Source: an optimization exercise on an open RTL-to-GDS flow (aim: small area). Production flows keep margins and buffers that such runs may drop.
Function was checked by simulation only, so behaviour that the tests miss may differ from the original.
Power is estimated from default activity; no workload was simulated.

Setup of build 88:
## decode_stage
module decode_stage (
    input   logic        clk,
    input   logic        rst,
    input   logic [31:0] inst_i,
    input   logic        ex_wreg_i,
    input   logic [4:0]  ex_wd_i,
    input   logic [31:0] ex_wdata_i,
    input   logic        mem_wreg_i,
    input   logic [4:0]  mem_wd_i,
    input   logic [31:0] mem_wdata_i,
    input   logic        wb_we_i,
    input   logic [4:0]  wb_waddr_i,
    input   logic [31:0] wb_wdata_i,
    output  logic [7:0]  aluop_o,
    output  logic [2:0]  alusel_o,
    output  logic        wreg_o,
    output  logic [4:0]  wd_o,
    output  logic [31:0] reg1_o,
    output  logic [31:0] reg2_o
);
    logic [7:0]        aluop;
    logic [2:0]        alusel;
    logic              wreg_raw;
    logic              movn;
    logic              movz;
    logic [4:0]        wd;
    logic              rd1;
    logic              rd2;
    logic              shamt;
    logic              sext;
    logic              upper;
    logic [31:0]       imm1;
    logic [31:0]       imm2;
    logic [31:1][31:0] regs;
    logic [31:1]       nz;
    logic              imm1_nz;
    logic              imm2_nz;
    logic              rs_nonzero;
    logic              rt_nonzero;
    inst_decoder u_decoder (
        .inst_i     (inst_i),
        .aluop_o    (aluop),
        .alusel_o   (alusel),
        .wreg_raw_o (wreg_raw),
        .movn_o     (movn),
        .movz_o     (movz),
        .wd_o       (wd),
        .rd1_o      (rd1),
        .rd2_o      (rd2),
  ...
==> flow/config.mk <==
export PLATFORM = sky130hd
export DESIGN_NAME = decode_stage
export DESIGN_NICKNAME = decode_stage
export VERILOG_FILES = /design/flow/design.v
export SDC_FILE = /design/flow/constraint.sdc
export NUM_CORES = 4
export LEC_CHECK = 0
export ABC_CLOCK_PERIOD_IN_PS = 7000
export CAP_MARGIN = 20
export CORE_MARGIN = 2
export CORE_UTILIZATION = 30
export SLEW_MARGIN = 20
==> flow/constraint.sdc <==
create_clock -name core_clock -period 8.5 [get_ports {clk}]
set_input_delay 1.7000 -clock core_clock [delete_from_list [all_inputs] [get_ports {clk}]]
set_output_delay 1.7000 -clock core_clock [all_outputs]
set_load 0.01 [all_outputs]
standard.sh (not shown) runs the stock make flow with config.mk's settings and CLKGATE_MAP_FILE= SYNTH_SCRIPT=/design/flow/synth_recipe.tcl, a recipe that flattens the netlist after the stock synthesis.
==> flow/flow/run.sh <==
#!/bin/bash
# Layout flow: the standard ORFS flow (standard.sh) with changes to how
# the layout is built, not to what it is measured against:
#  - ports are buffered with a plain buffer instead of a delay cell,
#  - clock tree synthesis uses small clock buffers, larger sink clusters and
#    no dummy loads.
# Synthesis is the standard one, except that the aoi222 cells of the register
# read multiplexers are mapped on their own (kept as modules until mapping,
# then flattened as usual), so each becomes one AND-OR-invert gate. ORFS writes each step's log under orfs/logs;
# make's own output goes to flow_make.log here.
set -euo pipefail
cd "$(dirname "$0")/.."
bash standard.sh finish \
  "SYNTH_KEEP_MODULES=aoi222" \
  "BUFFER_PORTS_ARGS=-buffer_cell sky130_fd_sc_hd__buf_2" \
  "CTS_ARGS=-sink_clustering_enable -repair_clock_nets -dont_use_dummy_load -sink_clustering_size 12 -sink_clustering_max_diameter 50 -buf_list {sky130_fd_sc_hd__clkbuf_8}" \
  > flow_make.log 2>&1
Build 88: all stages complete, timing, DRC and antenna checks passed
[inputs] build 58 vs build 88
Settings: CORE_UTILIZATION: 30 -> 38.
Results
Compared with build 88, build 58 improves headroom to the max-slew limit. met1 demand-to-capacity share in global routing up 5.7 points in build 58 wrt build 88. Delta (build 58 minus build 88): power in combinational cells dropped about 0.7%, row count dropped 15, total setup buffers inserted after CTS barely changed. Layout-stage area growth over the synthesis result for build 58: 0.25 points down relative to build 88.
Changes in build 1 relative to build 58:
Settings: a change of CAP_MARGIN from 20 to 5; a change of SLEW_MARGIN from 20 to 5; a change of CORE_UTILIZATION from 38 to 30.
diff --git a/flow/flow/run.sh b/flow/flow/run.sh
--- a/flow/flow/run.sh
+++ b/flow/flow/run.sh
@@ -14,4 +14,4 @@
   "SYNTH_KEEP_MODULES=aoi222" \
-  "BUFFER_PORTS_ARGS=-buffer_cell sky130_fd_sc_hd__buf_2" \
-  "CTS_ARGS=-sink_clustering_enable -repair_clock_nets -dont_use_dummy_load -sink_clustering_size 12 -sink_clustering_max_diameter 50 -buf_list {sky130_fd_sc_hd__clkbuf_8}" \
+  "BUFFER_PORTS_ARGS=-buffer_cell sky130_fd_sc_hd__buf_1" \
+  "CTS_ARGS=-sink_clustering_enable -repair_clock_nets -dont_use_dummy_load -sink_clustering_size 15 -sink_clustering_max_diameter 50 -buf_list {sky130_fd_sc_hd__clkbuf_8}" \
   > flow_make.log 2>&1
In summary, build 1 completed successfully, with a layout that passed the timing, design-rule and antenna checks.
Compared with build 58, in build 1 maximum fanout encountered on the critical timing path shows an increase of 1; non-clock buffer count has decreased; met3 usage in global routing fell by 2.1 points; ratio of final minimum period to clock period essentially unchanged; well tap count now larger.
Number of cells in the finished layout apart from fillers (build 1 vs. build 58) increases by a little under 10%
[inputs] build 63 vs build 1
diff --git a/flow/flow/run.sh b/flow/flow/run.sh
--- a/flow/flow/run.sh
+++ b/flow/flow/run.sh
@@ -15,3 +15,3 @@
   "BUFFER_PORTS_ARGS=-buffer_cell sky130_fd_sc_hd__buf_1" \
-  "CTS_ARGS=-sink_clustering_enable -repair_clock_nets -dont_use_dummy_load -sink_clustering_size 15 -sink_clustering_max_diameter 50 -buf_list {sky130_fd_sc_hd__clkbuf_8}" \
+  "CTS_ARGS=-sink_clustering_enable -repair_clock_nets -dont_use_dummy_load -sink_clustering_size 12 -sink_clustering_max_diameter 50 -buf_list {sky130_fd_sc_hd__clkbuf_8}" \
   > flow_make.log 2>&1
==> comparison <==
- The final layout from build 63, which completed every stage, passed the timing, design-rule and antenna checks at the end of the flow.
- Build 63 vs build 1, critical-path cell with the highest stage delay: sky130_fd_sc_hd__a222oi_1 vs sky130_fd_sc_hd__nor2_4
- In the reports for build 63 and build 1, the larger clock network power share belongs to build 63.
- For total of plain and repair buffers excluding clock buffers, build 63 and build 1 come out practically identical.
- Re total power: build 63 and build 1 aren't equal, and the lower value belongs to build 1.
- Taking build 1 as the reference point, the slew at the pin closest to its max-slew limit of build 63 rises by 0.025 ns.
- Cmp build 63 vs build 1: sequential share of cell area lower in build 63
- On final cell count, build 63 and build 1 are basically level.

-- what the ideal ports hide --
In the flow no input, the clock included, has a driving cell. The finished layouts below were timed again as built, in two steps. Step 1: set_driving_cell puts a clkbuf_16 on clk and a buf_2 on each other input, an assumption about the parent block. Step 2 moves the port delays by t, midway between the first and last clock arrival at a register: inputs arrive t later, outputs are due t later. That takes back most of the time a late clock gives input paths. a / b / c = no drivers / after step 1 / after step 2; a / b = the first two.
| run | t, ns | slack for setup (ns) | slew at the worst register clock pin (ns) |
|---|---|---|---|
| build 88 | 0.811 | 0.376 / 0.351 / 0.351 | 0.09 / 0.09 |
| build 58 | 0.820 | 0.462 / 0.417 / 0.417 | 0.09 / 0.09 |
| build 1 | 0.806 | 0.451 / 0.432 / 0.432 | 0.10 / 0.10 |
| build 63 | 0.824 | 0.400 / 0.349 / 0.349 | 0.09 / 0.09 |
After both steps every run listed still meets setup and hold. The setup slack of build 63, which loses most, moves by -0.051 ns with the drivers and by -0.051 ns with both steps.
